What follows belongs to an exercise in optimizing a design on an open flow for a short achievable clock period and few clock cycles; a production flow would make more cautious choices.
Only simulation tests tie the RTL to the original design; equivalence was not proved.
No activity file was given, so power comes from the tool's default toggle rates.

File: flow/design.v
package mips_pkg;
    localparam int data_width     = 32;
    localparam int reg_addr_width = 5;
    localparam int ctrl_width = 13;
    localparam logic [5:0] op_rtype = 6'b000000;
    localparam logic [5:0] op_lw    = 6'b100011;
    localparam logic [5:0] op_sw    = 6'b101011;
    localparam logic [5:0] op_beq   = 6'b000100;
    localparam logic [5:0] op_bne   = 6'b000101;
    localparam logic [5:0] op_addi  = 6'b001000;
    localparam logic [5:0] op_addiu = 6'b001001;
    localparam logic [5:0] op_andi  = 6'b001100;
    localparam logic [5:0] op_ori   = 6'b001101;
    localparam logic [5:0] op_xori  = 6'b001110;
    localparam logic [5:0] op_slti  = 6'b001010;
    localparam logic [5:0] op_lui   = 6'b001111;
    localparam logic [5:0] op_j     = 6'b000010;
    localparam logic [5:0] op_jal   = 6'b000011;
    localparam logic [5:0] funct_add = 6'b100000;
    localparam logic [5:0] funct_sub = 6'b100010;
    localparam logic [5:0] funct_and = 6'b100100;
    localparam logic [5:0] funct_or  = 6'b100101;
    localparam logic [5:0] funct_slt = 6'b101010;
    localparam logic [5:0] funct_jr  = 6'b001000;
    localparam logic [3:0] aluop_add   = 4'd0;
    localparam logic [3:0] aluop_sub   = 4'd1;
    localparam logic [3:0] aluop_and   = 4'd2;
    localparam logic [3:0] aluop_or    = 4'd3;
    localparam logic [3:0] aluop_xor   = 4'd4;
    localparam logic [3:0] aluop_slt   = 4'd5;
    localparam logic [3:0] aluop_lui   = 4'd6;
    localparam logic [3:0] aluop_funct = 4'd7;  
    localparam logic [3:0] alu_add = 4'd0;
    localparam logic [3:0] alu_sub = 4'd1;
    localparam logic [3:0] alu_and = 4'd2;
    localparam logic [3:0] alu_or  = 4'd3;
    localparam logic [3:0] alu_xor = 4'd4;
    localparam logic [3:0] alu_slt = 4'd5;
    localparam logic [3:0] alu_lui = 4'd6;
endpackage
`timescale 1ns/1ps
module mips_core (
    input  logic        clk,
    input  logic        rst,
    input  logic [31:0] instr,
    input  logic [31:0] data_rdata,
    output logic [31:0] instr_addr,
    output logic [31:0] data_addr,
    output logic [31:0] data_wdata,
    output logic        data_we
);
    logic [31:0] pc_f, pc_f4;
    assign pc_f4 = pc_f + 32'd4;
    logic        valid_d, pred_d;
    logic [31:0] ir_d, pc_d, pc4_d;
    logic [31:0] rs_oh, rt_oh;           
    logic        valid_e;
    logic [31:0] a_e, b_e, sd_e;        
    logic        fwd_sdl_e;             
    logic        op_add_e, op_sub_e, op_and_e, op_or_e, op_xor_e, op_slt_e;
    logic        we_e, ld_e, st_e, br_e, bne_e, jr_e, pt_e;
    logic [4:0]  wa_e;
    logic [31:0] alt_e;                 
    logic        we_m, ld_m;
    logic [4:0]  wa_m;
    logic [31:0] res_m, sd_m;
    logic        st_m;
    logic [31:0] rf [1:31];
    logic [31:0] wd_m;
    assign wd_m = ld_m ? data_rdata : res_m;
    always_ff @(posedge clk) begin
        for (int i = 1; i < 32; i++) begin
            if (rst) rf[i] <= '0;
            else if (we_m && wa_m == 5'(i)) rf[i] <= wd_m;
        end
    end
    logic [5:0]  op, fn;
    logic [4:0]  rs, rt, rd;
    logic [15:0] imm;
    assign op  = ir_d[31:26];
    assign rs  = ir_d[25:21];
    assign rt  = ir_d[20:16];
    assign rd  = ir_d[15:11];
    assign fn  = ir_d[5:0];
    assign imm = ir_d[15:0];
    logic d_rtype, d_jr, d_lw, d_sw, d_beq, d_bne, d_addi, d_andi, d_ori, d_xori;
    logic d_slti, d_lui, d_j, d_jal, d_alu_r;
    assign d_rtype = op == 6'b000000;
    assign d_jr    = d_rtype && fn == 6'b001000;
    assign d_alu_r = d_rtype && fn != 6'b001000;
    assign d_lw    = op == 6'b100011;
    assign d_sw    = op == 6'b101011;
    assign d_beq   = op == 6'b000100;
    assign d_bne   = op == 6'b000101;
    assign d_addi  = op == 6'b001000 || op == 6'b001001;
    assign d_andi  = op == 6'b001100;
    assign d_ori   = op == 6'b001101;
    assign d_xori  = op == 6'b001110;
    assign d_slti  = op == 6'b001010;
    assign d_lui   = op == 6'b001111;
    assign d_j     = op == 6'b000010;
    assign d_jal   = op == 6'b000011;
    logic       d_we;
    logic [4:0] d_wa;
    logic       d_use_rs, d_use_rt_alu, d_use_rt_sd;
    assign d_we = (d_alu_r || d_lw || d_addi || d_andi || d_ori || d_xori || d_slti ||
                   d_lui || d_jal) && d_wa != 5'd0;
    assign d_wa = d_jal ? 5'd31 : (d_rtype ? rd : rt);
    assign d_use_rs     = d_rtype || d_lw || d_sw || d_beq || d_bne || d_addi || d_andi ||
                          d_ori || d_xori || d_slti;
    assign d_use_rt_alu = d_alu_r || d_beq || d_bne;
    assign d_use_rt_sd  = d_sw;
    logic [31:0] rs_val, rt_val;
    logic [31:0] rs_rf, rt_rf;
    always_comb begin
        rs_rf = '0;
        rt_rf = '0;
        for (int i = 1; i < 32; i++) begin
            rs_rf = rs_rf | ({32{rs_oh[i]}} & rf[i]);
            rt_rf = rt_rf | ({32{rt_oh[i]}} & rf[i]);
        end
    end
    assign rs_val = (we_m && wa_m == rs) ? wd_m : rs_rf;
    assign rt_val = (we_m && wa_m == rt) ? wd_m : rt_rf;
    logic fwd_a, fwd_b, fwd_s;
    assign fwd_a = valid_e && we_e && !ld_e && wa_e == rs && !d_lui && !d_jal;
    assign fwd_b = valid_e && we_e && !ld_e && wa_e == rt && (d_alu_r || d_beq || d_bne);
    assign fwd_s = valid_e && we_e && !ld_e && wa_e == rt;
    logic stall;
    assign stall = valid_d && valid_e && ld_e &&
                   ((d_use_rs && wa_e == rs) || (d_use_rt_alu && wa_e == rt));
    logic [31:0] sext, zext;
    assign sext = {{16{imm[15]}}, imm};
    assign zext = {16'b0, imm};
    logic [31:0] btgt_d, jtgt_d;
    assign btgt_d = pc4_d + {sext[29:0], 2'b00};
    assign jtgt_d = {pc4_d[31:28], ir_d[25:0], 2'b00};
    logic d_br, d_pt;
    assign d_br = (d_beq || d_bne) && imm != 16'd0;    
    assign d_pt = (d_beq && rs == rt) || (d_bne && rs != rt);
    logic [31:0] ras;
    logic d_lz, e_zero, d_take;
    assign d_lz   = valid_e && we_e && op_add_e && !ld_e && wa_e == rs && rt == 5'd0;
    assign e_zero = (a ^ b) == {a[30:0] | b[30:0], 1'b0};
    assign d_take = d_lz ? (d_bne ? !e_zero : e_zero) : d_pt;
    logic        redirect_d;
    logic [31:0] target_d;
    assign redirect_d = valid_d && !stall &&
                        ((!pred_d && (d_j || d_jal || d_jr)) || (d_br && d_take != pred_d));
    assign target_d   = d_jr ? ras : ((d_j || d_jal) ? jtgt_d : (d_take ? btgt_d : pc4_d));
    logic [5:0]  f_op, f_fn;
    logic [4:0]  f_rs, f_rt;
    logic [15:0] f_imm;
    assign f_op  = instr[31:26];
    assign f_rs  = instr[25:21];
    assign f_rt  = instr[20:16];
    assign f_fn  = instr[5:0];
    assign f_imm = instr[15:0];
    logic f_j, f_jal, f_jr, f_beq, f_bne, f_short, f_br, f_pred;
    assign f_j     = f_op == 6'b000010;
    assign f_jal   = f_op == 6'b000011;
    assign f_jr    = f_op == 6'b000000 && f_fn == 6'b001000;
    assign f_beq   = f_op == 6'b000100;
    assign f_bne   = f_op == 6'b000101;
    assign f_short = f_imm[15:5] == {11{f_imm[5]}} && f_imm != 16'd0;
    assign f_br    = f_short && ((f_beq && f_rs == f_rt) || (f_bne && f_rs != f_rt));
    assign f_pred  = f_j || f_jal || f_jr || f_br;
    logic [23:0] f_hi, f_hi_p, f_hi_m;
    logic [6:0]  f_lo;
    logic [31:0] f_btgt, target_f;
    assign f_hi   = pc_f4[31:8];
    assign f_hi_p = pc_f4[31:8] + 24'd1;
    assign f_hi_m = pc_f4[31:8] - 24'd1;
    assign f_lo   = {1'b0, pc_f4[7:2]} + {1'b0, f_imm[5:0]};
    assign f_btgt = {(f_lo[6] == f_imm[5]) ? f_hi : (f_lo[6] ? f_hi_p : f_hi_m), f_lo[5:0], 2'b00};
    assign target_f = f_jr ? ras :
                      (f_j || f_jal) ? {pc_f4[31:28], instr[25:0], 2'b00} : f_btgt;
    logic [31:0] a, b, sum, dif, res;
    logic        less, eq, taken, redirect_e;
    logic [31:0] target_e;
    assign a = a_e;
    assign b = b_e;
    assign sum  = a + b;
    assign dif  = a - b;
    assign less = (a[31] != b[31]) ? a[31] : dif[31];
    assign eq   = a == b;
    assign res = ({32{op_add_e}} & sum) |
                 ({32{op_sub_e}} & dif) |
                 ({32{op_and_e}} & (a & b)) |
                 ({32{op_or_e}}  & (a | b)) |
                 ({32{op_xor_e}} & (a ^ b)) |
                 ({32{op_slt_e}} & {31'b0, less});
    assign taken      = bne_e ? !eq : eq;
    assign redirect_e = valid_e && ((br_e && taken != pt_e) || (jr_e && a != alt_e));
    assign target_e   = jr_e ? a : alt_e;
    always_ff @(posedge clk) begin
        if (rst) begin
            pc_f    <= '0;
            valid_d <= 1'b0;
            valid_e <= 1'b0;
            we_m    <= 1'b0;
            st_m    <= 1'b0;
            ld_m    <= 1'b0;
            ras     <= '0;
        end else begin
            if (redirect_e)      pc_f <= target_e;
            else if (stall)      pc_f <= pc_f;
            else if (redirect_d) pc_f <= target_d;
            else if (f_pred)     pc_f <= target_f;
            else                 pc_f <= pc_f4;
            if (redirect_e || redirect_d) begin
                valid_d <= 1'b0;
            end else if (!stall) begin
                valid_d <= 1'b1;
            end
            if (!redirect_e && !stall && !redirect_d && f_jal) ras <= pc_f4;
            valid_e <= valid_d && !stall && !redirect_e;
            we_m <= valid_e && we_e;
            st_m <= valid_e && st_e;
            ld_m <= valid_e && ld_e;
        end
    end
    always_ff @(posedge clk) begin
        if (!stall) begin
            ir_d   <= instr;
            pc_d   <= pc_f;
            pc4_d  <= pc_f4;
            pred_d <= f_pred;
            for (int i = 0; i < 32; i++) begin
                rs_oh[i] <= f_rs == 5'(i);
                rt_oh[i] <= f_rt == 5'(i);
            end
        end
        a_e  <= fwd_a ? res : (d_lui ? 32'd0 : (d_jal ? pc4_d : rs_val));
        b_e  <= fwd_b ? res :
                d_jal ? 32'd0 :
                d_lui ? {imm, 16'b0} :
                (d_alu_r || d_beq || d_bne) ? rt_val :
                (d_andi || d_ori || d_xori) ? zext : sext;
        sd_e <= fwd_s ? res : rt_val;
        fwd_sdl_e <= valid_e && we_e && ld_e && wa_e == rt;
        op_sub_e  <= d_alu_r && fn == 6'b100010;
        op_and_e  <= (d_alu_r && fn == 6'b100100) || d_andi;
        op_or_e   <= (d_alu_r && fn == 6'b100101) || d_ori;
        op_xor_e  <= d_xori;
        op_slt_e  <= (d_alu_r && fn == 6'b101010) || d_slti;
        op_add_e  <= !((d_alu_r && (fn == 6'b100010 || fn == 6'b100100 || fn == 6'b100101 ||
                                    fn == 6'b101010)) || d_andi || d_ori || d_xori || d_slti);
        we_e  <= d_we;
        wa_e  <= d_wa;
        ld_e  <= d_lw;
        st_e  <= d_sw;
        br_e  <= d_br;
        bne_e <= d_bne;
        jr_e  <= d_jr;
        pt_e  <= d_take;
        alt_e <= d_jr ? (pred_d ? pc_f : ras) : (d_take ? pc4_d : btgt_d);
        res_m <= res;
        wa_m  <= wa_e;
        sd_m  <= fwd_sdl_e ? data_rdata : sd_e;
    end
    assign instr_addr = pc_f;
    assign data_addr  = res_m;
    assign data_wdata = sd_m;
    assign data_we    = st_m;
endmodule
File: flow/flow/run.sh
#!/bin/bash
set -euo pipefail
cd "$(dirname "$0")/.."
bash standard.sh SETUP_SLACK_MARGIN=7.5 TNS_END_PERCENT=100 finish > standard.log 2>&1
File: flow/standard.sh
#!/bin/bash
# synth_recipe.tcl (not shown) runs the flow's synth.tcl, then flattens the netlist and writes it again
# the make line also repeats each setting of config.mk as NAME=value (left out here)
make -C /OpenROAD-flow-scripts/flow DESIGN_CONFIG=/design/flow/config.mk WORK_HOME=/design/flow/orfs CLKGATE_MAP_FILE= SYNTH_SCRIPT=/design/flow/synth_recipe.tcl "${@:-finish}"
File: flow/config.mk
export PLATFORM = sky130hd
export DESIGN_NAME = mips_core
export DESIGN_NICKNAME = mips_core
export VERILOG_FILES = /design/flow/design.v
export SDC_FILE = /design/flow/constraint.sdc
export NUM_CORES = 4
export LEC_CHECK = 0
export CAP_MARGIN = 20
export CORE_MARGIN = 2
export CORE_UTILIZATION = 40
export SETUP_SLACK_MARGIN = 0.3
export SLEW_MARGIN = 20
File: flow/constraint.sdc
create_clock -name core_clock -period 11.0 [get_ports {clk}]
set_input_delay 2.2000 -clock core_clock [delete_from_list [all_inputs] [get_ports {clk}]]
set_output_delay 2.2000 -clock core_clock [all_outputs]
set_load 0.01 [all_outputs]
==> results of run 1 <==
==> layout make-up <==
class / count / area share
diodes: 17 / 0.000495
multi-input cells: 5605 / 0.470
inverters: 148 / 0.00691
clock inverters: 55 / 0.00680
clock buffers: 219 / 0.0523
repair buffers: 780 / 0.0839
flip-flops and latches: 1404 / 0.345
repair inverters: 2 / 0.000160
well taps: 2325 / 0.0338
==> per-layer routing <==
metal	part of all wire	up-vias
li1	-	30600
met1	0.37	35600
met4	0.081	26
met2	0.39	6791
met5	0.0015	-
met3	0.16	1857
==> cells in the final DEF, fill, tap and decap left out, types with 143 or more instances in the layout <==
cell and count:
dfxtp_1 1163, nand4_1 159, buf_4 500, a221oi_1 279, a22oi_1 394, o21ai_0 145, a21oi_1 185, clkbuf_16 160
a211oi_1 1049, nand2_1 260, a22o_1 284, buf_6 143, nor2_1 1215
==> logic make-up after synthesis <==
| logic type | Yosys count | share of synthesized area |
|---|---|---|
| buf+inv | 940 | 0.0514 |
| mux | 216 | 0.0321 |
| fa+ha+maj | 159 | 0.0291 |
| flops | 1404 | 0.420 |
| simple gates | 2143 | 0.134 |
| compound gates | 2867 | 0.307 |
| xor+xnor | 211 | 0.0264 |
==> power breakdown <==
part	internal, uW	switching (uW)
sequential	5210	83.9
combinational	524	918
clock	3000	2330
==> cell usage after synthesis, types with 15 or more instances <==
cell type	count
mux2_2	67
a22o_1	284
a21oi_1	226
edfxtp_1	127
inv_1	144
o211ai_1	22
o21ai_0	187
o21a_1	17
a21o_1	50
ha_1	153
a22oi_1	394
nand4_1	159
nor4_1	63
clkbuf_1	720
nor3_1	108
nand2_1	272
xor2_1	71
nor2b_1	38
nand2b_1	32
a211oi_1	1078
o21bai_1	21
nor2_1	1256
dfxtp_1	1277
a221oi_1	295
nand3_1	115
and3_1	29
buf_1	50
xnor2_1	140
a31oi_1	56
mux2i_1	149
or3_1	15
o221ai_1	24
o22ai_1	44
a222oi_1	65
==> worst max-delay path by stage <==
| stage | slack (ns) | end | depth (start not counted) |
|---|---|---|---|
| CTS | 5.46 | pc_f[30] | 21 |
| global route | 5.32 | pc_f[31] | 22 |
| global placement | 3.75 | pc_f[30] | 20 |
| detailed placement | 3.73 | pc_f[30] | 20 |
| finish | 5.45 | pc_f[31] | 22 |
| floorplan | 4.99 | pc_f[31] | 18 |
==> per-stage QoR <==
step | setup slack [ns] | hold slack [ns] | cells | utilization
CTS | 5.46 | 0.399 | 10400 | 0.482
global placement | 3.75 | 0.392 | 9876 | 0.427
finish | 5.45 | 0.397 | 10600 | 0.495
detailed placement | 3.73 | 0.387 | 9881 | 0.428
floorplan | 4.99 | 0.373 | 7940 | -
global route | 5.32 | 0.400 | 10500 | 0.494
==> what timing repair did <==
item,in CTS,in global routing
setup buffers,228,131
gates cloned,17,5
resized for setup,1149,274
setup endpoints to repair,1064,719
pin swaps,151,168
==> metrics.md, run 1 <==
| Metric | Value |
|---|---|
| DR WL/cell | between 30 and 40 um |
| Max IR drop VDD | 0.113 mV |
| Drt via density | roughly 7 |
| Cell mode on critical path | a21oi_4 |
| Synth top area share | 0.366 |
| Reg-to-reg critical path startpoint | pc_f[2] |
| Most Crowded Layer GR | met2 |
| Finish-stage setup viols | 0 |
| Slew @ Worst Pin | ~1.4 ns |
| Slowest CP cell | or4b_4 |
| Drt first-iter violations | between 15000 and 20000 |
| Synth Area per Inst | roughly 8.8 sq um |
| Most flops, register | rf |
| Cell Area, Synth | 69900 sq um |
| Relative slew slack | 0.0574 |
| Fraction of layout cells with a size suffix above 1 | 0.198 |
| Met1 Use GR | 0.518 |
| Main synth FF type | dfxtp_1 |
| Vias | about 75000 |
| Cells after Synth | slightly below 8000 |
| Synth warnings | 2 |
| Status | finished clean |
| DRC | 0 |
| Synth area leaders | dfxtp_1, a211oi_1, nor2_1 |
| Clk sinks | approximately 1400 |
| Final instance area | about 86000 sq um |
| Synth-to-Final Area Change | 22.9% |
| Vias in the first global route | approximately 68000 |
| Number of distinct library cells after synthesis | 92 |
| Lkg Pwr | around 0.03 uW |
| Max Fclk | between 150 and 200 MHz |
| Post-synth net total | around 8200 |
| Clock skew | between 0.04 and 0.05 ns |
| Largest net degree at the start of global routing | 115 |
| Worst Setup Start Kind | input pin |
| Hold path startpoint | wa_e[4] |
| Grt ovf | 0 |
| Global-route wire length before repair | between 500000 and 600000 um |
| Number of synthesized flops with an enable pin | 127 |
| H-Tree Depth | 4 |
| Seq. cell area | 29700 sq um |
| Design Power | ~12000 uW |
| FFs w/ async S/R, synth | 0 |
| I/O Pins | ~160 |
| Worst reg2reg setup slack | 5.67 ns |
| Tmin final | around 5.5 ns |
| Post-place instance area | 74300 sq um |
| Worst r2r path cells | 18 |
| WHS Endpoint | wa_m[4] |
| Max_cap viols | 0 |
| Worst-path clk slew | 0.06 ns |
| Core area | between 150000 and 200000 sq um |
| Final Max Slew Viols | 0 |
| Drt first pass iters | 10 |
| Die Wd | 422 um |
| Bufs on Longest Clock Path | 3 |
| Largest register FFs | ~990 |
| Worst Setup End Kind | register |
| Hpwl dp | between 200000 and 250000 um |
| Worst endpoint data arrival time | roughly 6.2 ns |
| Critical Path, Cell by Cell | buf_8 > ha_4 > fa_2 > a21o_1 > a21oi_4 > o21bai_1 > a21o_2 > clkinvlp_4 > buf_12 > ha_4 > buf_6 > nand3b_1 > nor3_4 > o311ai_4 > a21oi_4 > a21oi_4 > nand4b_1 > a21o_1 > nand4_1 > or4b_4 > o2111a_1 > a2111oi_4 |
| Die height | approximately 420 um |
| Reg-to-reg critical path endpoint | pc_f[31] |
| FF+latch count, synth | 1404 |
| Number of buffers added on ports | roughly 160 |
| Die ar. | about 180000 sq um |
| Hold WC Path Type | register to register |
| Post-route ant nets | 0 |
| Final wirelength | between 300000 and 400000 um |
| RSZ-0062 raised after global routing | true |
| CP delay by family, top | compound AO/OA/AOI/OAI gates |
| Critical path class | input pin to register |
| Multi-input logic area | 40400 sq um |
| Setup TNS | 0 ns |
| Initial antenna violation count | 20 |
| Met2 Usage GRT | 0.547 |
| Seq/Total Area, Yosys | 0.420 |
| CTS root buffer | clkbuf_16 |
| Starting Density | 0.402 |
| Critical Path RT | around 12 ns |
| Period utilization | 0.504 |
| Fin. Hold Viols | 0 |
| PwrDens | approximately 140 nW/um^2 |
| FILL cells | about 16000 |
| Bufs and invs on worst path | 4 |
| Post-synth top area cell | dfxtp_1 |
| Critical Path Fanout Max | 4 |
| # nets final | around 8300 |
| Worst hold stages | 0 |
| Hold_buf cts | 0 |
| Clock latency on the worst-skew pair | 0.85 ns |
| CP Launch Point | instr[0] |
| M3 GR Usage | 0.162 |
| Global Route Usage Sum | 0.401 |
| Gp weighted congestion | ~0.98 |
| Slowest stage delay, CP | about 0.47 ns |
| Num CTS Buffers | roughly 160 |
| FP Rows | between 150 and 200 |
| TritonCTS clock tree | built |
Testbench counts, summed over its fixed seeds: cycles 22,991.
==> run 2: changes to the inputs <==
--- a/flow/design.v
+++ b/flow/design.v
@@ -38,6 +38,33 @@
     localparam logic [3:0] alu_slt = 4'd5;
     localparam logic [3:0] alu_lui = 4'd6;
 endpackage
+`timescale 1ns/1ps
+module alu (
+    input  logic [31:0] a,
+    input  logic [31:0] b,
+    input  logic        cin,
+    output logic [31:0] s
+);
+    logic [31:0] g [6];
+    logic [31:0] p [6];
+    always_comb begin
+        p[0] = a ^ b;
+        g[0] = a & b;
+        g[0][0] = (a[0] & b[0]) | ((a[0] ^ b[0]) & cin);
+        for (int l = 0; l < 5; l++) begin
+            for (int i = 0; i < 32; i++) begin
+                if (i >= (1 << l)) begin
+                    g[l+1][i] = g[l][i] | (p[l][i] & g[l][i-(1<<l)]);
+                    p[l+1][i] = p[l][i] & p[l][i-(1<<l)];
+                end else begin
+                    g[l+1][i] = g[l][i];
+                    p[l+1][i] = p[l][i];
+                end
+            end
+        end
+        s = p[0] ^ {g[5][30:0], cin};
+    end
+endmodule
 `timescale 1ns/1ps
 module mips_core (
     input  logic        clk,
@@ -120,12 +147,19 @@
             rt_rf = rt_rf | ({32{rt_oh[i]}} & rf[i]);
         end
     end
-    assign rs_val = (we_m && wa_m == rs) ? wd_m : rs_rf;
-    assign rt_val = (we_m && wa_m == rt) ? wd_m : rt_rf;
+    logic m_rs, m_rt;
+    assign m_rs   = we_m && wa_m == rs;
+    assign m_rt   = we_m && wa_m == rt;
+    assign rs_val = (m_rs && !ld_m) ? res_m : rs_rf;
+    assign rt_val = (m_rt && !ld_m) ? res_m : rt_rf;
     logic fwd_a, fwd_b, fwd_s;
     assign fwd_a = valid_e && we_e && !ld_e && wa_e == rs && !d_lui && !d_jal;
     assign fwd_b = valid_e && we_e && !ld_e && wa_e == rt && (d_alu_r || d_beq || d_bne);
     assign fwd_s = valid_e && we_e && !ld_e && wa_e == rt;
+    logic ld_a, ld_b, ld_s;
+    assign ld_a = !fwd_a && m_rs && ld_m && !d_lui && !d_jal;
+    assign ld_b = !fwd_b && m_rt && ld_m && (d_alu_r || d_beq || d_bne);
+    assign ld_s = !fwd_s && m_rt && ld_m;
     logic stall;
     assign stall = valid_d && valid_e && ld_e &&
                    ((d_use_rs && wa_e == rs) || (d_use_rt_alu && wa_e == rt));
@@ -147,7 +181,9 @@
     logic [31:0] target_d;
     assign redirect_d = valid_d && !stall &&
                         ((!pred_d && (d_j || d_jal || d_jr)) || (d_br && d_take != pred_d));
-    assign target_d   = d_jr ? ras : ((d_j || d_jal) ? jtgt_d : (d_take ? btgt_d : pc4_d));
+    logic [31:0] bres_d;                   
+    assign bres_d     = ({32{d_take}} & btgt_d) | ({32{!d_take}} & pc4_d);
+    assign target_d   = d_jr ? ras : ((d_j || d_jal) ? jtgt_d : bres_d);
     logic [5:0]  f_op, f_fn;
     logic [4:0]  f_rs, f_rt;
     logic [15:0] f_imm;
@@ -156,35 +192,39 @@
     assign f_rt  = instr[20:16];
     assign f_fn  = instr[5:0];
     assign f_imm = instr[15:0];
-    logic f_j, f_jal, f_jr, f_beq, f_bne, f_short, f_br, f_pred;
+    logic f_j, f_jal, f_jr, f_pred;
     assign f_j     = f_op == 6'b000010;
     assign f_jal   = f_op == 6'b000011;
     assign f_jr    = f_op == 6'b000000 && f_fn == 6'b001000;
-    assign f_beq   = f_op == 6'b000100;
-    assign f_bne   = f_op == 6'b000101;
-    assign f_short = f_imm[15:5] == {11{f_imm[5]}} && f_imm != 16'd0;
-    assign f_br    = f_short && ((f_beq && f_rs == f_rt) || (f_bne && f_rs != f_rt));
-    assign f_pred  = f_j || f_jal || f_jr || f_br;
-    logic [23:0] f_hi, f_hi_p, f_hi_m;
-    logic [6:0]  f_lo;
-    logic [31:0] f_btgt, target_f;
-    assign f_hi   = pc_f4[31:8];
-    assign f_hi_p = pc_f4[31:8] + 24'd1;
-    assign f_hi_m = pc_f4[31:8] - 24'd1;
-    assign f_lo   = {1'b0, pc_f4[7:2]} + {1'b0, f_imm[5:0]};
-    assign f_btgt = {(f_lo[6] == f_imm[5]) ? f_hi : (f_lo[6] ? f_hi_p : f_hi_m), f_lo[5:0], 2'b00};
+    assign f_pred  = f_j || f_jal || f_jr;
+    logic [31:0] target_f;
     assign target_f = f_jr ? ras :
-                      (f_j || f_jal) ? {pc_f4[31:28], instr[25:0], 2'b00} : f_btgt;
+                      {pc_f4[31:28], instr[25:0], 2'b00};
+    localparam int NBTB = 8;
+    logic [NBTB-1:0] btb_v, btb_hitv;
+    logic [29:0]     btb_tag [NBTB];
+    logic [29:0]     btb_tgt [NBTB];
+    logic [2:0]      btb_ptr;
+    logic            btb_hit, btb_wr;
+    logic [29:0]     btb_target, btb_wr_tag, btb_wr_tgt;
+    always_comb begin
+        btb_target = '0;
+        for (int i = 0; i < NBTB; i++) begin
+            btb_hitv[i] = btb_v[i] && btb_tag[i] == pc_f[31:2];
+            btb_target  = btb_target | ({30{btb_hitv[i]}} & btb_tgt[i]);
+        end
+    end
+    assign btb_hit = |btb_hitv;
     logic [31:0] a, b, sum, dif, res;
     logic        less, eq, taken, redirect_e;
     logic [31:0] target_e;
     assign a = a_e;
     assign b = b_e;
-    assign sum  = a + b;
-    assign dif  = a - b;
+    alu i_add (.a(a), .b(b),  .cin(1'b0), .s(sum));
+    alu i_sub (.a(a), .b(~b), .cin(1'b1), .s(dif));
     assign less = (a[31] != b[31]) ? a[31] : dif[31];
     assign eq   = a == b;
-    assign res = ({32{op_add_e}} & sum) |
+    assign res = op_add_e ? sum :
                  ({32{op_sub_e}} & dif) |
                  ({32{op_and_e}} & (a & b)) |
                  ({32{op_or_e}}  & (a | b)) |
@@ -193,6 +233,9 @@
     assign taken      = bne_e ? !eq : eq;
     assign redirect_e = valid_e && ((br_e && taken != pt_e) || (jr_e && a != alt_e));
     assign target_e   = jr_e ? a : alt_e;
+    logic [31:0] pc_nf;
+    assign pc_nf = redirect_e ? target_e : (stall ? pc_f : (redirect_d ? target_d :
+                   (btb_hit ? {btb_target, 2'b00} : pc_f4)));
     always_ff @(posedge clk) begin
         if (rst) begin
             pc_f    <= '0;
@@ -202,12 +245,16 @@
             st_m    <= 1'b0;
             ld_m    <= 1'b0;
             ras     <= '0;
+            btb_v   <= '0;
+            btb_ptr <= '0;
+            btb_wr  <= 1'b0;
         end else begin
-            if (redirect_e)      pc_f <= target_e;
-            else if (stall)      pc_f <= pc_f;
-            else if (redirect_d) pc_f <= target_d;
-            else if (f_pred)     pc_f <= target_f;
-            else                 pc_f <= pc_f4;
+            pc_f <= (f_pred && !redirect_e && !stall && !redirect_d) ? target_f : pc_nf;
+            btb_wr <= redirect_d && d_br && d_take;
+            if (btb_wr) begin
+                btb_v[btb_ptr] <= 1'b1;
+                btb_ptr        <= btb_ptr + 3'd1;
+            end
             if (redirect_e || redirect_d) begin
                 valid_d <= 1'b0;
             end else if (!stall) begin
@@ -225,19 +272,25 @@
             ir_d   <= instr;
             pc_d   <= pc_f;
             pc4_d  <= pc_f4;
-            pred_d <= f_pred;
+            pred_d <= f_pred || btb_hit;
             for (int i = 0; i < 32; i++) begin
                 rs_oh[i] <= f_rs == 5'(i);
                 rt_oh[i] <= f_rt == 5'(i);
             end
         end
-        a_e  <= fwd_a ? res : (d_lui ? 32'd0 : (d_jal ? pc4_d : rs_val));
-        b_e  <= fwd_b ? res :
+        btb_wr_tag <= pc_d[31:2];
+        btb_wr_tgt <= btgt_d[31:2];
+        if (btb_wr) begin
+            btb_tag[btb_ptr] <= btb_wr_tag;
+            btb_tgt[btb_ptr] <= btb_wr_tgt;
+        end
+        a_e  <= ld_a ? data_rdata : fwd_a ? res : (d_lui ? 32'd0 : (d_jal ? pc4_d : rs_val));
+        b_e  <= ld_b ? data_rdata : fwd_b ? res :
                 d_jal ? 32'd0 :
                 d_lui ? {imm, 16'b0} :
                 (d_alu_r || d_beq || d_bne) ? rt_val :
                 (d_andi || d_ori || d_xori) ? zext : sext;
-        sd_e <= fwd_s ? res : rt_val;
+        sd_e <= ld_s ? data_rdata : fwd_s ? res : rt_val;
         fwd_sdl_e <= valid_e && we_e && ld_e && wa_e == rt;
         op_sub_e  <= d_alu_r && fn == 6'b100010;
         op_and_e  <= (d_alu_r && fn == 6'b100100) || d_andi;
@@ -254,7 +307,7 @@
         bne_e <= d_bne;
         jr_e  <= d_jr;
         pt_e  <= d_take;
-        alt_e <= d_jr ? (pred_d ? pc_f : ras) : (d_take ? pc4_d : btgt_d);
+        alt_e <= d_jr ? (pred_d ? pc_f : ras) : (({32{d_take}} & pc4_d) | ({32{!d_take}} & btgt_d));
         res_m <= res;
         wa_m  <= wa_e;
         sd_m  <= fwd_sdl_e ? data_rdata : sd_e;
==> metrics.md, run 2 <==
| Metric | Value |
|---|---|
| Status | finished clean |
| Slew @ Worst Pin | 1.28 ns (-0.131 ns) |
| Core area | 225000 sq um (+30%) |
| Clk sinks | 1986 (+41%) |
| Clock Power Share | 0.448 (+0.007) |
| Largest register FFs | 992 (unchanged) |
| Starting Density | 0.403 (+0.000524) |
| Critical path class | register to register |
| Net Sw Power | 4340 uW (+30%) |
| Number of buffers added on ports | 162 (unchanged) |
| Clock skew | 0.105 ns (+0.0621 ns) |
| Synth warnings | 5 (+3) |
| Gp weighted congestion | 1.01 (+3.3%) |
| Worst hold stages | 0 (unchanged) |
| Slowest stage delay, CP | 0.39 ns (-0.08 ns) |
| Tmin final | 3.92 ns (-1.63 ns) |
| FP Rows | 174 (+14%) |
| Drt first-iter violations | 18600 (+23%) |
| Fin. Hold Viols | 0 (unchanged) |
| Grt ovf | 0 (unchanged) |
| Worst reg2reg setup slack | 7.08 ns (+1.41 ns) |
| Synth cell count leaders | nor2_1, dfxtp_1, a211oi_1 |
| Post-synth top area cell | dfxtp_1 |
| Util after Layout | 0.499 (+0.00434) |
| Vias | 88900 (+19%) |
| FF+latch count, synth | 1986 (+41%) |
| Die ar. | 231000 sq um (+29%) |
| Num CTS Buffers | 208 (+32%) |
| Global Route Usage Sum | 0.387 (-0.0141) |
| Worst endpoint data arrival time | 4.64 ns (-1.60 ns) |
| FFs w/ async S/R, synth | 0 (unchanged) |
| Hold WC Path Type | register to register |
| RSZ-0062 raised after global routing | true |
| Finish-stage setup viols | 0 (unchanged) |
| PwrDens | 149 nW/um^2 (+5.9%) |
| Fraction of layout cells with a size suffix above 1 | 0.201 (+0.00229) |
| Post-route ant nets | 0 (unchanged) |
| Most frequent cells in the layout | nor2_1, dfxtp_1, a211oi_1, edfxtp_1, buf_4 |
| Number of distinct library cells after synthesis | 94 (+2.2%) |
| Synth-to-Final Area Change | 23.8% |
| Most flops, register | rf |
| TritonCTS clock tree | built |
| CTS root buffer | clkbuf_16 |
| Comb pwr share | 0.086 (-0.034) |
| Cell Area, Synth | 90700 sq um (+30%) |
| Sw frac | 0.260 (-0.0161) |
| Bufs and invs on worst path | 7 (+3) |
| Worst r2r path cells | 18 (unchanged) |
| Seq/Total Area, Yosys | 0.509 (+0.0886) |
| DR WL/cell | 36.9 um (+2.4%) |
| Hpwl dp | 271000 um (+21%) |
| Cells after Synth | 9246 (+16%) |
| Bufs on Longest Clock Path | 3 (unchanged) |
| Reg-to-reg critical path endpoint | ras[21] |
| Worst Setup Start Kind | register |
| Number of synthesized flops with an enable pin | 637 (+400%) |
| Max_cap viols | 0 (unchanged) |
| Post-synth net total | 9445 (+16%) |
| Drt first pass iters | 13 (+3) |
| Max Fclk | 255 MHz (+41%) |
| Largest regs | rf: 992 flops, btb_tag: 240 flops, btb_tgt: 240 flops |
| H-Tree Depth | 4 (unchanged) |
| Final Max Slew Viols | 0 (unchanged) |
| Lkg Pwr | 0.0383 uW (+29%) |
| Main synth FF type | dfxtp_1 |
| DRC | 0 (unchanged) |
| Register share of total power | 0.466 (+0.027) |
| Top-count cell post-synth | nor2_1 |
| Critical Path Fanout Max | 8 (+4) |
| Reg-to-reg critical path startpoint | a_e[20] |
| Synth Area per Inst | 9.81 sq um (+11%) |
| Slowest CP cell | or3_4 |
| Max IR drop VDD | 0.135 mV (+19%) |
| Critical Path, Cell by Cell | inv_2 > ha_4 > or3_4 > or3_4 > buf_6 > buf_6 > nor3_4 > xnor2_1 > a31o_2 > buf_12 > inv_12 > o311ai_4 > nor2_4 > buf_12 > and4_4 > buf_12 > mux2i_2 > nor2_1 |
| Hold path startpoint | pc_d[10] |
| Synth area leaders | dfxtp_1, edfxtp_1, a211oi_1 |
| # nets final | 9745 (+17%) |
| CP Launch Point | a_e[20] |
| Initial antenna violation count | 40 (+100%) |
| Setup TNS | 0 ns (unchanged) |
| Global-route wire length before repair | 636000 um (+23%) |
| Clock latency on the worst-skew pair | 0.90 ns (+0.05 ns) |
| Worst-path clk slew | 0.07 ns (about the same) |
| Commonest non-fill, non-tap cell in the layout | nor2_1 |
| Synth top area share | 0.298 (-0.0678) |
| Cell mode on critical path | buf_12 |
| Worst Setup End Kind | register |
| WHS Endpoint | btb_wr_tag[8] |
| Die Wd | 480 um (+14%) |
| Vias in the first global route | 80700 (+19%) |
| I/O Pins | 163 (unchanged) |
| Relative slew slack | 0.146 (+0.0883) |
| Critical Path RT | 11.72 ns (+0.03 ns) |
| Hold_buf cts | 0 (unchanged) |
| Period utilization | 0.357 (-0.148) |
| Power Internal | 12400 uW (+41%) |
| Final wirelength | 470000 um (+24%) |
| Die height | 480 um (+14%) |
| Largest net degree at the start of global routing | 204 (+77%) |
| CP delay by family, top | simple AND/OR/NAND/NOR gates |
| Drt via density | 6.97 (-1.7%) |
-- run 2: changes by cell type in the layout (fill, tap and decap cells not counted), sizes merged, moves of 34 or more --
cell    change
nor3       +34
clkbuf     +79
edfxtp    +510
xor2       +64
nand2     +106
dfxtp      +72
a22oi      +65
buf       +151
nand4      +67
nor2      +110
a21oi      +86
xnor2     +150
-- run 2: through the flow --
stage | hold WS, ns | cell area, sq um | setup slack, ns | total power, uW | std cells
3_3_place_gp | 0.323 | 95900 | 5.68 | 8990 | 11800
6_report | 0.337 | 112000 | 7.08 | 16700 | 12700
2_1_floorplan | 0.323 | 91100 | 6.94 | 8440 | 9246
5_1_grt | 0.348 | 112000 | 7.02 | 17000 | 12700
4_1_cts | 0.339 | 109000 | 7.09 | 16500 | 12600
3_5_place_dp | 0.327 | 96100 | 5.64 | 9010 | 11800
-- run 2: cell type report --
type	count	area (sq um)
Fill cell	20100	113000
Multi-Input combinational cell	6243	44600
Clock buffer	301	6070
Timing Repair Buffer	958	9560
Antenna cell	29	72.6
Tap cell	2992	3740
Clock inverter	87	1120
Sequential cell	1986	46500
Inverter	146	596
Timing Repair inverter	3	43.8
-- run 2: power by group through the flow --
stage	combinational, uW	sequential [uW]	clock [uW]
global route	1440	7790	7740
global placement	1030	7970	0
detailed placement	1040	7970	0
finish	1430	7790	7480
floorplan	549	7890	0
CTS	1250	7780	7460
-- run 2: logic make-up after synthesis --
group | count (synthesis) | share of synthesized area
and+or+nand+nor | 2502 | 0.122
DFF | 1986 | 0.509
AOI/OAI and AO/OA | 3001 | 0.247
muxes | 175 | 0.0198
adders and majority gates | 133 | 0.0187
buffers and inverters | 1024 | 0.0430
xor gates and xnor gates | 425 | 0.0410
-- run 2: worst max-delay path by stage --
stage	to	slack (ns)	cells past startpoint
detailed placement	pc_f[0]	5.64	9
global placement	pc_f[1]	5.68	9
global route	b_e[0]	7.02	19
floorplan	pc_f[0]	6.94	8
CTS	a_e[31]	7.09	15
finish	ras[21]	7.08	18
-- run 2: repair_timing --
action | in CTS | in global routing
buffers inserted | 331 | 142
pin swaps | 146 | 168
endpoints found under the hold margin | 0 | 0
cloned | 24 | 7
resized for setup | 1146 | 333
endpoints found under the setup margin | 760 | 738
-- run 2: per-layer routing --
metal | GRT usage | routed length, um
met5 | 0.00186 | 390
met4 | 0.266 | 42700
met3 | 0.164 | 76200
met2 | 0.531 | 185000
met1 | 0.488 | 166000
Testbench counts of run 2, summed over its fixed seeds: cycles 23,388.
==> run 3: changes to the inputs <==
--- a/flow/design.v
+++ b/flow/design.v
@@ -42,15 +42,16 @@
 module alu (
     input  logic [31:0] a,
     input  logic [31:0] b,
+    input  logic [31:0] px,
     input  logic        cin,
     output logic [31:0] s
 );
     logic [31:0] g [6];
     logic [31:0] p [6];
     always_comb begin
-        p[0] = a ^ b;
+        p[0] = px;
         g[0] = a & b;
-        g[0][0] = (a[0] & b[0]) | ((a[0] ^ b[0]) & cin);
+        g[0][0] = (a[0] & b[0]) | (px[0] & cin);
         for (int l = 0; l < 5; l++) begin
             for (int i = 0; i < 32; i++) begin
                 if (i >= (1 << l)) begin
@@ -83,6 +84,7 @@
     logic [31:0] rs_oh, rt_oh;           
     logic        valid_e;
     logic [31:0] a_e, b_e, sd_e;        
+    logic [31:0] x_e;                   
     logic        fwd_sdl_e;             
     logic        op_add_e, op_sub_e, op_and_e, op_or_e, op_xor_e, op_slt_e;
     logic        we_e, ld_e, st_e, br_e, bne_e, jr_e, pt_e;
@@ -175,7 +177,7 @@
     logic [31:0] ras;
     logic d_lz, e_zero, d_take;
     assign d_lz   = valid_e && we_e && op_add_e && !ld_e && wa_e == rs && rt == 5'd0;
-    assign e_zero = (a ^ b) == {a[30:0] | b[30:0], 1'b0};
+    assign e_zero = x_e == {a[30:0] | b[30:0], 1'b0};
     assign d_take = d_lz ? (d_bne ? !e_zero : e_zero) : d_pt;
     logic        redirect_d;
     logic [31:0] target_d;
@@ -220,15 +222,15 @@
     logic [31:0] target_e;
     assign a = a_e;
     assign b = b_e;
-    alu i_add (.a(a), .b(b),  .cin(1'b0), .s(sum));
-    alu i_sub (.a(a), .b(~b), .cin(1'b1), .s(dif));
+    alu i_add (.a(a), .b(b),  .px(x_e),  .cin(1'b0), .s(sum));
+    alu i_sub (.a(a), .b(~b), .px(~x_e), .cin(1'b1), .s(dif));
     assign less = (a[31] != b[31]) ? a[31] : dif[31];
-    assign eq   = a == b;
+    assign eq   = x_e == 32'd0;
     assign res = op_add_e ? sum :
                  ({32{op_sub_e}} & dif) |
                  ({32{op_and_e}} & (a & b)) |
                  ({32{op_or_e}}  & (a | b)) |
-                 ({32{op_xor_e}} & (a ^ b)) |
+                 ({32{op_xor_e}} & x_e) |
                  ({32{op_slt_e}} & {31'b0, less});
     assign taken      = bne_e ? !eq : eq;
     assign redirect_e = valid_e && ((br_e && taken != pt_e) || (jr_e && a != alt_e));
@@ -236,6 +238,13 @@
     logic [31:0] pc_nf;
     assign pc_nf = redirect_e ? target_e : (stall ? pc_f : (redirect_d ? target_d :
                    (btb_hit ? {btb_target, 2'b00} : pc_f4)));
+    logic [31:0] a_nx, b_nx;               
+    assign a_nx = ld_a ? data_rdata : fwd_a ? res : (d_lui ? 32'd0 : (d_jal ? pc4_d : rs_val));
+    assign b_nx = ld_b ? data_rdata : fwd_b ? res :
+                  d_jal ? 32'd0 :
+                  d_lui ? {imm, 16'b0} :
+                  (d_alu_r || d_beq || d_bne) ? rt_val :
+                  (d_andi || d_ori || d_xori) ? zext : sext;
     always_ff @(posedge clk) begin
         if (rst) begin
             pc_f    <= '0;
@@ -284,12 +293,9 @@
             btb_tag[btb_ptr] <= btb_wr_tag;
             btb_tgt[btb_ptr] <= btb_wr_tgt;
         end
-        a_e  <= ld_a ? data_rdata : fwd_a ? res : (d_lui ? 32'd0 : (d_jal ? pc4_d : rs_val));
-        b_e  <= ld_b ? data_rdata : fwd_b ? res :
-                d_jal ? 32'd0 :
-                d_lui ? {imm, 16'b0} :
-                (d_alu_r || d_beq || d_bne) ? rt_val :
-                (d_andi || d_ori || d_xori) ? zext : sext;
+        a_e  <= a_nx;
+        b_e  <= b_nx;
+        x_e  <= a_nx ^ b_nx;
         sd_e <= ld_s ? data_rdata : fwd_s ? res : rt_val;
         fwd_sdl_e <= valid_e && we_e && ld_e && wa_e == rt;
         op_sub_e  <= d_alu_r && fn == 6'b100010;
==> metrics.md, run 3 <==
| Metric | Value |
|---|---|
| Die ar. | 233000 sq um (+1.0%) |
| Post-route ant nets | 0 (unchanged) |
| # nets final | 9695 (-0.51%) |
| Critical Path RT | 11.75 ns (+0.03 ns) |
| FP Rows | 175 (+0.57%) |
| Main synth FF type | dfxtp_1 |
| Clk sinks | 2018 (+1.6%) |
| Synth area leaders | dfxtp_1, edfxtp_1, a211oi_1 |
| Top-count cell post-synth | dfxtp_1 |
| TritonCTS clock tree | built |
| Synth cell count leaders | dfxtp_1, nor2_1, a211oi_1 |
| Drt first-iter violations | 17800 (-4.6%) |
| CTS root buffer | clkbuf_16 |
| Synth Area per Inst | 9.77 sq um (-0.42%) |
| Clock latency on the worst-skew pair | 0.90 ns (about the same) |
| Synth warnings | 5 (unchanged) |
| Max_cap viols | 0 (unchanged) |
| Global-route wire length before repair | 633000 um (-0.52%) |
| Global Route Usage Sum | 0.381 (-0.00564) |
| Initial antenna violation count | 40 (unchanged) |
| Core area | 227000 sq um (+1.1%) |
| Finish-stage setup viols | 0 (unchanged) |
| Critical Path Fanout Max | 5 (-3) |
| Setup TNS | 0 ns (unchanged) |
| Num CTS Buffers | 213 (+2.4%) |
| Status | finished clean |
| FF+latch count, synth | 2018 (+1.6%) |
| Grt ovf | 0 (unchanged) |
| RSZ-0062 raised after global routing | true |
| FFs w/ async S/R, synth | 0 (unchanged) |
| Cells after Synth | 9381 (+1.5%) |
| Number of synthesized flops with an enable pin | 637 (unchanged) |
| Fin. Hold Viols | 0 (unchanged) |
| Worst Setup End Kind | register |
| Number of distinct library cells after synthesis | 98 (+4.3%) |
| Hpwl dp | 268000 um (-0.99%) |
| Die Wd | 483 um (+0.51%) |
| Vias in the first global route | 81000 (+0.36%) |
| Worst-path clk slew | 0.07 ns (about the same) |
| Post-synth net total | 9486 (+0.43%) |
| Relative slew slack | 0.123 (-0.0225) |
| Clock skew | 0.0987 ns (-0.00680 ns) |
| Period utilization | 0.368 (+0.0115) |
| Post-synth top area cell | dfxtp_1 |
| Synth-to-Final Area Change | 22.7% |
| Max Fclk | 247 MHz (-3.1%) |
| Tmin final | 4.05 ns (+0.127 ns) |
| Commonest non-fill, non-tap cell in the layout | nor2_1 |
| Most flops, register | rf |
| DRC | 0 (unchanged) |
| Slew @ Worst Pin | 1.32 ns (+0.0338 ns) |
| PwrDens | 151 nW/um^2 (+1.5%) |
| Final Max Slew Viols | 0 (unchanged) |
| Fraction of layout cells with a size suffix above 1 | 0.195 (-0.00539) |
| DR WL/cell | 36.6 um (-0.77%) |
| Lkg Pwr | 0.0383 uW (about the same) |
| Hold WC Path Type | register to register |
| Final wirelength | 469000 um (-0.22%) |
| Seq/Total Area, Yosys | 0.510 (+0.00179) |
| Most frequent cells in the layout | nor2_1, dfxtp_1, a211oi_1, edfxtp_1, buf_4 |
| H-Tree Depth | 4 (unchanged) |
| Cell Area, Synth | 91600 sq um (+1.0%) |
| Max IR drop VDD | 0.133 mV (-0.91%) |
| Util after Layout | 0.494 (-0.00449) |
| Bufs on Longest Clock Path | 3 (unchanged) |
| Final instance area | 112000 sq um (+0.15%) |
| Worst endpoint data arrival time | 4.80 ns (+0.16 ns) |
| Worst hold slack | 0.340 ns (+0.00361 ns) |
| Drt via density | 7.02 (+0.62%) |
| Vias | 89900 (+1.2%) |
| Critical path class | register to register |
| Largest register FFs | 992 (unchanged) |
| Post-place instance area | 96400 sq um (+0.27%) |
| Gp weighted congestion | 0.999 (-1.6%) |
| Synth top area share | 0.302 (+0.00395) |
| Largest regs | rf: 992 flops, btb_tag: 240 flops, btb_tgt: 240 flops |
| Starting Density | 0.403 (about the same) |
| Worst Setup Start Kind | register |
| Die height | 483 um (+0.51%) |
| Largest net degree at the start of global routing | 111 (-46%) |
| I/O Pins | 163 (unchanged) |
| Drt first pass iters | 13 (unchanged) |
| Number of buffers added on ports | 162 (unchanged) |
run 3: worst paths after layout:
path | slack, ns | start | cells past startpoint | to
setup / recovery | 6.95 | pc_f[11] | 17 | pc_f[11]
hold / removal | 0.34 | pc_d[11] | 0 | btb_wr_tag[9]
setup reg to reg | 6.95 | pc_f[11] | 17 | pc_f[11]
hold reg to reg | 0.34 | pc_d[11] | 0 | btb_wr_tag[9]
run 3: worst max-delay path: stages (launching register included):
cell       delay [ns]
dfxtp_2          0.34
buf_12           0.13
buf_4            0.15
buf_12           0.14
xnor2_2          0.14
nand4_1          0.20
or4_4            0.57
nor4_4           0.37
clkbuf_16        0.21
buf_12           0.11
buf_4            0.13
buf_4            0.12
a222oi_1         0.09
nand4_1          0.37
a21oi_2          0.14
o211ai_1         0.30
a311oi_1         0.11
a2111oi_2        0.27
run 3: cell type report:
type                       count  area (sq um)
fill                       20400        115000
sequential                  2018         47100
multi-input combinational   6354         44100
timing repair buffer         924          9640
clock buffer                 299          6280
tap                         3009          3760
clock inverter                98          1160
inverter                      79           329
antenna                       35          87.6
run 3: cells by family after synthesis:
| kind of cell | synth area share |
|---|---|
| xor gates and xnor gates | 0.0398 |
| buffers and inverters | 0.0429 |
| muxes | 0.0201 |
| and+or+nand+nor | 0.127 |
| DFF | 0.510 |
| AOI/OAI and AO/OA | 0.254 |
| adders and majority gates | 0.00541 |
run 3: repair_timing:
item                                   in CTS  in global routing
buffers inserted                          304                139
pin swaps                                  83                200
gates cloned                               17                 14
endpoints found under the hold margin       0                  0
hold buffers                                0                  0
resized for setup                        1054                421
setup endpoints to repair                 959                650
run 3: per-stage QoR:
| stage | worst slack [ns] | std cells | total power [uW] |
|---|---|---|---|
| 2_1_floorplan | 7.26 | 9381 | 8590 |
| 5_1_grt | 6.96 | 12800 | 17300 |
| 4_1_cts | 7.26 | 12600 | 16800 |
| 6_report | 6.95 | 12800 | 17000 |
| 3_5_place_dp | 5.71 | 11900 | 9140 |
| 3_3_place_gp | 5.82 | 11900 | 9140 |
run 3: report_power, final:
part	total, uW	switching [uW]	internal [uW]	leakage [uW]
combinational	1330	902	424	0.0173
clock	7670	3290	4380	0.00363
sequential	7980	189	7790	0.0174
run 3: per-layer routing:
metal / track usage / part of all wire / up-vias
li1: - / - / 36300
met1: 0.484 / 0.36 / 43000
met2: 0.520 / 0.39 / 8308
met3: 0.160 / 0.16 / 2373
met4: 0.263 / 0.090 / 46
met5: 0.00163 / 0.00084 / -
Testbench counts of run 3, summed over its fixed seeds: cycles 23,388.
==> run 4: changes to the inputs <==
--- a/flow/design.v
+++ b/flow/design.v
@@ -236,8 +236,11 @@
     assign redirect_e = valid_e && ((br_e && taken != pt_e) || (jr_e && a != alt_e));
     assign target_e   = jr_e ? a : alt_e;
     logic [31:0] pc_nf;
-    assign pc_nf = redirect_e ? target_e : (stall ? pc_f : (redirect_d ? target_d :
-                   (btb_hit ? {btb_target, 2'b00} : pc_f4)));
+    logic [31:0] pc_nb;
+    logic        btb_sel;
+    assign pc_nb   = redirect_e ? target_e : (stall ? pc_f : (redirect_d ? target_d : pc_f4));
+    assign btb_sel = btb_hit && !redirect_e && !stall && !redirect_d;
+    assign pc_nf   = btb_sel ? {btb_target, 2'b00} : pc_nb;
     logic [31:0] a_nx, b_nx;               
     assign a_nx = ld_a ? data_rdata : fwd_a ? res : (d_lui ? 32'd0 : (d_jal ? pc4_d : rs_val));
     assign b_nx = ld_b ? data_rdata : fwd_b ? res :
@@ -269,7 +272,7 @@
             end else if (!stall) begin
                 valid_d <= 1'b1;
             end
-            if (!redirect_e && !stall && !redirect_d && f_jal) ras <= pc_f4;
+            if (!stall && f_jal) ras <= pc_f4;    
             valid_e <= valid_d && !stall && !redirect_e;
             we_m <= valid_e && we_e;
             st_m <= valid_e && st_e;
==> metrics.md, run 4 <==
| Metric | Value |
|---|---|
| Clock skew | 0.120 ns (+0.0211 ns) |
| FILL cells | 20900 (+2.6%) |
| Number of buffers added on ports | 162 (unchanged) |
| I/O Pins | 163 (unchanged) |
| RSZ-0062 raised after global routing | true |
| Post-route ant nets | 0 (unchanged) |
| Num CTS Buffers | 212 (-0.47%) |
| PwrDens | 153 nW/um^2 (+1.4%) |
| Synth-to-Final Area Change | 20.7% |
| M3 GR Usage | 0.148 (-0.0117) |
| Main synth FF type | dfxtp_1 |
| Drt via density | 7.07 (+0.72%) |
| Hold_buf cts | 0 (unchanged) |
| Clock Power Share | 0.455 (+0.003) |
| Cell Area, Synth | 92100 sq um (+0.48%) |
| H-Tree Depth | 4 (unchanged) |
| Hold WC Path Type | register to register |
| Core area | 229000 sq um (+0.86%) |
| Slowest stage delay, CP | 0.35 ns (-0.22 ns) |
| Post-synth net total | 9500 (+0.15%) |
| Met2 Usage GRT | 0.530 (+0.00951) |
| Most Crowded Layer GR | met2 |
| Vias in the first global route | 82100 (+1.4%) |
| Number of synthesized flops with an enable pin | 637 (unchanged) |
| Worst-path clk slew | 0.06 ns (about the same) |
| Register share of total power | 0.470 (about the same) |
| Relative slew slack | 0.144 (+0.0212) |
| Worst hold slack | 0.338 ns (-0.00293 ns) |
| Global Route Usage Sum | 0.381 (about the same) |
| Met1 Use GR | 0.483 (-0.00138) |
| Largest regs | rf: 992 flops, btb_tag: 240 flops, btb_tgt: 240 flops |
| Final instance area | 111000 sq um (-1.2%) |
| Status | finished clean |
| Synth area leaders | dfxtp_1, edfxtp_1, a211oi_1 |
| Top-count cell post-synth | dfxtp_1 |
| Net Sw Power | 4410 uW (+0.53%) |
| TritonCTS clock tree | built |
| Die Wd | 484 um (+0.24%) |
| Final Max Slew Viols | 0 (unchanged) |
| DRC | 0 (unchanged) |
| Final std cells w/o fill | 12700 (-0.56%) |
| Max IR drop VDD | 0.141 mV (+5.6%) |
| Initial antenna violation count | 41 (+2.5%) |
| Die ar. | 234000 sq um (+0.48%) |
| Drt first pass iters | 12 (-1) |
| Synth cell count leaders | dfxtp_1, nor2_1, a211oi_1 |
| Finish-stage setup viols | 0 (unchanged) |
| Worst endpoint data arrival time | 1.54 ns (-3.26 ns) |
| Post-synth top area cell | dfxtp_1 |
| Most frequent cells in the layout | nor2_1, dfxtp_1, a211oi_1, edfxtp_1, buf_4 |
| Global-route wire length before repair | 642000 um (+1.4%) |
| Max Fclk | 267 MHz (+8.2%) |
| FFs w/ async S/R, synth | 0 (unchanged) |
| Drt first-iter violations | 18700 (+5.0%) |
| Grt ovf | 0 (unchanged) |
| Synth top area share | 0.300 (-0.00144) |
| Power Internal | 12600 uW (+0.18%) |
| Hpwl dp | 272000 um (+1.4%) |
| CP delay by family, top | flip-flops |
| Seq/Total Area, Yosys | 0.508 (-0.00243) |
| Comb pwr share | 0.075 (-0.003) |
| Synth Area per Inst | 9.80 sq um (+0.33%) |
| Setup TNS | 0 ns (unchanged) |
| Final wirelength | 471000 um (+0.40%) |
| Critical Path RT | 8.80 ns (-2.95 ns) |
| Critical Path, Cell by Cell | buf_12 > buf_6 |
| # nets final | 9602 (-0.96%) |
| Largest register FFs | 992 (unchanged) |
| FF+latch count, synth | 2018 (unchanged) |
| Clock latency on the worst-skew pair | 0.91 ns (about the same) |
| Bufs on Longest Clock Path | 3 (unchanged) |
| Fin. Hold Viols | 0 (unchanged) |
| Sw frac | 0.259 (+0.000666) |
| FP Rows | 176 (+0.57%) |
| Die height | 484 um (+0.24%) |
| CTS root buffer | clkbuf_16 |
| Clk sinks | 2018 (unchanged) |
| Lkg Pwr | 0.0375 uW (-2.0%) |
| Post-place instance area | 97000 sq um (+0.68%) |
| Fraction of layout cells with a size suffix above 1 | 0.176 (-0.0192) |
| Max_cap viols | 0 (unchanged) |
| Slowest CP cell | dfxtp_4 |
| DR WL/cell | 37.0 um (+0.97%) |
| Number of distinct library cells after synthesis | 100 (+2.0%) |
| Starting Density | 0.401 (-0.00153) |
| Tmin final | 3.74 ns (-0.308 ns) |
| Worst Setup Start Kind | register |
| Bufs and invs on worst path | 2 (-5) |
| Synth warnings | 5 (unchanged) |
| Most flops, register | rf |
| DP Cell Count | 11900 (+0.25%) |
| Cells after Synth | 9395 (+0.15%) |
| Largest net degree at the start of global routing | 169 (+52%) |
| Slew @ Worst Pin | 1.28 ns (-0.0318 ns) |
| Period utilization | 0.340 (-0.0280) |
| Worst Setup End Kind | output pin |
| Vias | 90100 (+0.15%) |
| Commonest non-fill, non-tap cell in the layout | nor2_1 |
| Critical Path Fanout Max | 5 (unchanged) |
| Critical path class | register to output pin |
| Gp weighted congestion | 1.02 (+2.3%) |
run 4: changes by cell type after synthesis, moves of 45 or more:
cell,change
a22o_1,+51
a221oi_1,+45
nor4_1,+49
xnor2_1,-73
nand2_1,-56
xor2_1,+88
run 4: through the flow:
| step | power [uW] | utilization | worst slack (ns) |
|---|---|---|---|
| finish | 17000 | 0.484 | 7.26 |
| detailed placement | 9150 | 0.423 | 5.73 |
| floorplan | 8600 | - | 2.77 |
| global route | 17300 | 0.484 | 7.24 |
| CTS | 16900 | 0.476 | 7.21 |
| global placement | 9140 | 0.422 | 5.73 |
run 4: cell type report:
| cell class | count | area (sq um) | share of cell area |
|---|---|---|---|
| clock buffer | 300 | 6000 | 0.0539 |
| timing repair buffer | 801 | 7880 | 0.0709 |
| inverter | 94 | 360 | 0.00324 |
| sequential | 2018 | 47100 | 0.424 |
| antenna | 36 | 90.1 | 0.000810 |
| clock inverter | 99 | 1510 | 0.0136 |
| multi-input combinational | 6370 | 44500 | 0.400 |
| tap | 3026 | 3790 | 0.0341 |
run 4: power by group through the flow:
stage	Combinational (uW)	Sequential (uW)	Clock, uW
after global placement	963	8180	0
after CTS	1150	7990	7730
final	1280	8000	7740
after detailed placement	972	8180	0
after global routing	1280	8000	8000
after floorplan	556	8040	0
run 4: path summary, 6_finish.rpt:
kind | startpoint | end | cells past startpoint | slack (ns)
worst min-delay path | pc_d[20] | btb_wr_tag[18] | 0 | 0.34
worst min register to register | pc_d[20] | btb_wr_tag[18] | 0 | 0.34
worst max-delay path | pc_f[3] | instr_addr[3] | 2 | 7.26
worst max register to register | rt_oh[29] | x_e[18] | 10 | 7.28
run 4: what timing repair did:
| item | 4_1_cts | 5_1_grt |
|---|---|---|
| cloned | 17 | 6 |
| buffers inserted | 273 | 74 |
| pin swaps | 99 | 113 |
| gates resized for setup | 1079 | 237 |
| endpoints found under the setup margin | 882 | 208 |
run 4: layer usage:
layer,share of wire,routed length [um]
met1,0.36,168000
met2,0.39,185000
met3,0.16,74200
met4,0.092,43400
met5,0.00058,271
run 4: cell families (layout without fill, tap and decap cells):
group | after synthesis | after routing | share of synthesized area
AO/OA/AOI/OAI | 3092 | 3092 | 0.252
XOR/XNOR | 431 | 431 | 0.0410
adder cells (fa/ha/maj) | 39 | 39 | 0.00538
buffers and inverters | 1014 | 1294 | 0.0423
flip-flops | 2018 | 2018 | 0.508
multiplexers | 208 | 209 | 0.0233
other | 0 | 36 | 0
AND/OR/NAND/NOR | 2593 | 2599 | 0.128
Testbench counts of run 4, summed over its fixed seeds: cycles 23,388.
==> run 5: changes to the inputs <==
==> flow/flow/run.sh (replaced) <==
#!/bin/bash
set -euo pipefail
cd "$(dirname "$0")/.."
bash standard.sh SETUP_SLACK_MARGIN=7.5 TNS_END_PERCENT=100 CORE_UTILIZATION=46 finish > standard.log 2>&1
==> metrics.md, run 5 <==
| Metric | Value |
|---|---|
| Status | finished clean |
| Seq/Total Area, Yosys | 0.508 (unchanged) |
| Critical path class | register to output pin |
| FFs w/ async S/R, synth | 0 (unchanged) |
| Largest net degree at the start of global routing | 200 (+18%) |
| Worst-path clk slew | 0.07 ns (about the same) |
| Compound-cell area share of the yosys netlist | 0.252 (unchanged) |
| Global-route wire length before repair | 646000 um (+0.67%) |
| Post-route ant nets | 0 (unchanged) |
| Bufs and invs on worst path | 2 (unchanged) |
| Drt first pass iters | 14 (+2) |
| Most flops, register | rf |
| Mux cell area share after synthesis | 0.0233 (unchanged) |
| Initial antenna violation count | 35 (-15%) |
| Worst Setup Start Kind | register |
| Power Internal | 12700 uW (+0.46%) |
| Hold WC Path Type | register to register |
| Starting Density | 0.462 (+0.0608) |
| FF+latch count, synth | 2018 (unchanged) |
| Num CTS Buffers | 211 (-0.47%) |
| Synth warnings | 5 (unchanged) |
| Synth-to-Final Area Change | 20.8% (about the same) |
| Max Fclk | 268 MHz (+0.11%) |
| Die height | 451 um (-6.7%) |
| Setup TNS | 0 ns (unchanged) |
| Number of distinct library cells after synthesis | 100 (unchanged) |
| Critical Path Fanout Max | 2 (-3) |
| Final Max Slew Viols | 0 (unchanged) |
| Slowest CP cell | dfxtp_4 |
| FILL cells | 17200 (-18%) |
| Post-Synth Simple-Gate Area | 0.128 (unchanged) |
| Finish-stage setup viols | 0 (unchanged) |
| Cell Area, Synth | 92100 sq um (unchanged) |
| CP delay by family, top | flip-flops |
| Bufs on Longest Clock Path | 3 (unchanged) |
| Clk sinks | 2018 (unchanged) |
| Fin. Hold Viols | 0 (unchanged) |
| Comb pwr share | 0.078 (+0.003) |
| Synth top area share | 0.300 (unchanged) |
| Vias | 89200 (-0.99%) |
| DRC | 0 (unchanged) |
| Slowest stage delay, CP | 0.38 ns (+0.03 ns) |
| Critical Path RT | 8.80 ns (about the same) |
| Period utilization | 0.340 (-0.000383) |
| Post-synth net total | 9500 (unchanged) |
| H-Tree Depth | 4 (unchanged) |
| CTS root buffer | clkbuf_16 |
| Grt ovf | 0 (unchanged) |
| Gp weighted congestion | 1.01 (-1.1%) |
| Clock latency on the worst-skew pair | 0.91 ns (about the same) |
| DR WL/cell | 38.8 um (+4.9%) |
| Clock skew | 0.0641 ns (-0.0556 ns) |
| RSZ-0062 raised after global routing | true |
| Multi-input logic area | 44800 sq um (+0.69%) |
| Die ar. | 204000 sq um (-13%) |
| Net Sw Power | 4350 uW (-1.3%) |
| Tmin final | 3.74 ns (-0.00421 ns) |
| FP Rows | 164 (-6.8%) |
| Fraction of layout cells with a size suffix above 1 | 0.181 (+0.00487) |
| Lkg Pwr | 0.0377 uW (+0.52%) |
| Drt via density | 7.23 (+2.3%) |
| Worst reg2reg setup slack | 7.29 ns (about the same) |
| Clock Power Share | 0.453 (-0.002) |
| Synth Area in Adders | 0.00538 (unchanged) |
| Critical Path, Cell by Cell | buf_12 > buf_6 |
| Core area | 199000 sq um (-13%) |
| Drt first-iter violations | 18000 (-3.9%) |
| I/O Pins | 163 (unchanged) |
| Max IR drop VDD | 0.176 mV (+25%) |
| # nets final | 9600 (-0.021%) |
| Commonest non-fill, non-tap cell in the layout | nor2_1 |
| Top-count cell post-synth | dfxtp_1 |
| Worst endpoint data arrival time | 1.54 ns (about the same) |
| Post-synth top area cell | dfxtp_1 |
| Global Route Usage Sum | 0.447 (+0.0657) |
| Slew @ Worst Pin | 1.23 ns (-0.0569 ns) |
| Vias in the first global route | 80700 (-1.7%) |
| Synth Area per Inst | 9.80 sq um (unchanged) |
| Cells after Synth | 9395 (unchanged) |
| Synth Area in XOR/XNOR | 0.0410 (unchanged) |
| Worst Setup End Kind | output pin |
| Number of synthesized flops with an enable pin | 637 (unchanged) |
| Largest family of logic cells by synthesized area | compound AO/OA/AOI/OAI gates |
| Hold_buf cts | 0 (unchanged) |
| Largest regs | rf: 992 flops, btb_tag: 240 flops, btb_tgt: 240 flops |
| Design Power | 17000 uW (about the same) |
| Main synth FF type | dfxtp_1 |
| Hpwl dp | 277000 um (+2.2%) |
| Seq. cell area | 47100 sq um (about the same) |
| Max_cap viols | 0 (unchanged) |
| Synth area leaders | dfxtp_1, edfxtp_1, a211oi_1 |
| Final wirelength | 478000 um (+1.5%) |
| Register share of total power | 0.470 (about the same) |
| Most frequent cells in the layout | nor2_1, dfxtp_1, a211oi_1, edfxtp_1, buf_4 |
| Largest register FFs | 992 (unchanged) |
| PwrDens | 153 nW/um^2 (about the same) |
| TritonCTS clock tree | built |
| Synth cell count leaders | dfxtp_1, nor2_1, a211oi_1 |
| Sw frac | 0.256 (-0.00336) |
| Number of buffers added on ports | 162 (unchanged) |
| Relative slew slack | 0.165 (+0.0205) |
| Die Wd | 451 um (-6.7%) |
[run 5: cell count changes in the layout (fill, tap and decap cells not counted), moves of 12 or more]
| cell | change |
|---|---|
| clkbuf_1 | -14 |
| a21oi_2 | +16 |
| xor2_2 | +12 |
| clkinv_2 | +13 |
| xor2_1 | -15 |
| buf_4 | -38 |
| clkbuf_8 | +14 |
| diode_2 | -26 |
| buf_6 | +20 |
| a21oi_1 | -20 |
[run 5: worst paths after layout]
kind	from	to	depth (start not counted)
max	pc_f[6]	instr_addr[6]	2
min	pc_d[20]	btb_wr_tag[18]	0
max reg2reg	x_e[3]	pc_f[20]	12
min reg2reg	pc_d[20]	btb_wr_tag[18]	0
[run 5: area by class of cell]
type	instances	share of cell area
Tap cell	2656	0.0299
Antenna cell	10	0.000225
Inverter	94	0.00321
Clock buffer	303	0.0559
Sequential cell	2018	0.423
Multi-Input combinational cell	6365	0.403
Timing Repair Buffer	805	0.0739
Clock inverter	85	0.0109
[run 5: through the flow]
| stage | hold WS, ns | cell area, sq um | worst slack, ns | std cells | utilization |
|---|---|---|---|---|---|
| finish | 0.336 | 111000 | 7.26 | 12300 | 0.558 |
| global route | 0.347 | 111000 | 7.25 | 12300 | 0.558 |
| CTS | 0.341 | 109000 | 7.25 | 12200 | 0.546 |
| detailed placement | 0.327 | 96700 | 5.80 | 11600 | 0.485 |
| global placement | 0.324 | 96600 | 5.72 | 11600 | 0.485 |
| floorplan | 0.323 | 92400 | 2.77 | 9395 | - |
[run 5: power by group through the flow]
stage               logic [uW]  registers, uW  clock network, uW
global route              1310           8000               8000
floorplan                  556           8040                  0
finish                    1320           7990               7710
CTS                       1180           7980               7700
global placement           991           8180                  0
detailed placement         999           8180                  0
[run 5: kinds of logic (layout without fill, tap and decap cells)]
group,after synthesis,in the layout
compound gates,3092,3092
simple gates,2593,2595
flops,2018,2018
buf+inv,1014,1287
xor+xnor,431,431
mux,208,208
fa+ha+maj,39,39
other cells,0,10
[run 5: routing by layer]
layer / up-vias / share of wire / track usage
met5: - / 0.00063 / 0
li1: 36100 / - / -
met3: 2074 / 0.15 / 0.153
met4: 32 / 0.087 / 0.316
met1: 42900 / 0.37 / 0.586
met2: 8119 / 0.39 / 0.612
[run 5: repair_timing]
item                        CTS  global route
gates cloned                 10             9
pin swaps                    83           112
resized for setup          1078           335
setup endpoints to repair  1117           588
buffers inserted            279            64

==> static timing again, ports no longer ideal <==
The results above use ideal ports. As a check the final layouts listed here were re-extracted and re-timed, cells and wires unchanged.
Step 1: set_driving_cell puts a clkbuf_16 on clk and a buf_2 on each other input, an assumption about the parent block.
Step 2 adds t to the input delays and takes it off the output delays; t is the mean of the earliest and latest rising clock arrival at the registers after step 1. Input paths then give back, and output paths get back, about the clock's delay inside the block.
Slacks: no drivers / after step 1 / after step 2; pairs: no drivers / after step 1.
run | t (ns) | setup slack, ns | clock arrival spread, ns | cell pins on the clock port's net
run 1 | 0.908 | 5.452 / 5.497 / 4.589 | 0.050 / 0.050 | 1
run 2 | 0.941 | 7.078 / 7.078 / 6.292 | 0.123 / 0.123 | 1
run 3 | 0.960 | 6.951 / 6.951 / 6.443 | 0.134 / 0.133 | 1
run 4 | 0.958 | 7.260 / 7.161 / 6.423 | 0.151 / 0.150 | 1
run 5 | 0.964 | 7.264 / 7.178 / 6.373 | 0.067 / 0.067 | 1
After both steps every run listed still meets setup and hold. For run 5, which loses most, drivers alone change the setup slack by -0.086 ns; drivers and shift together by -0.891 ns.
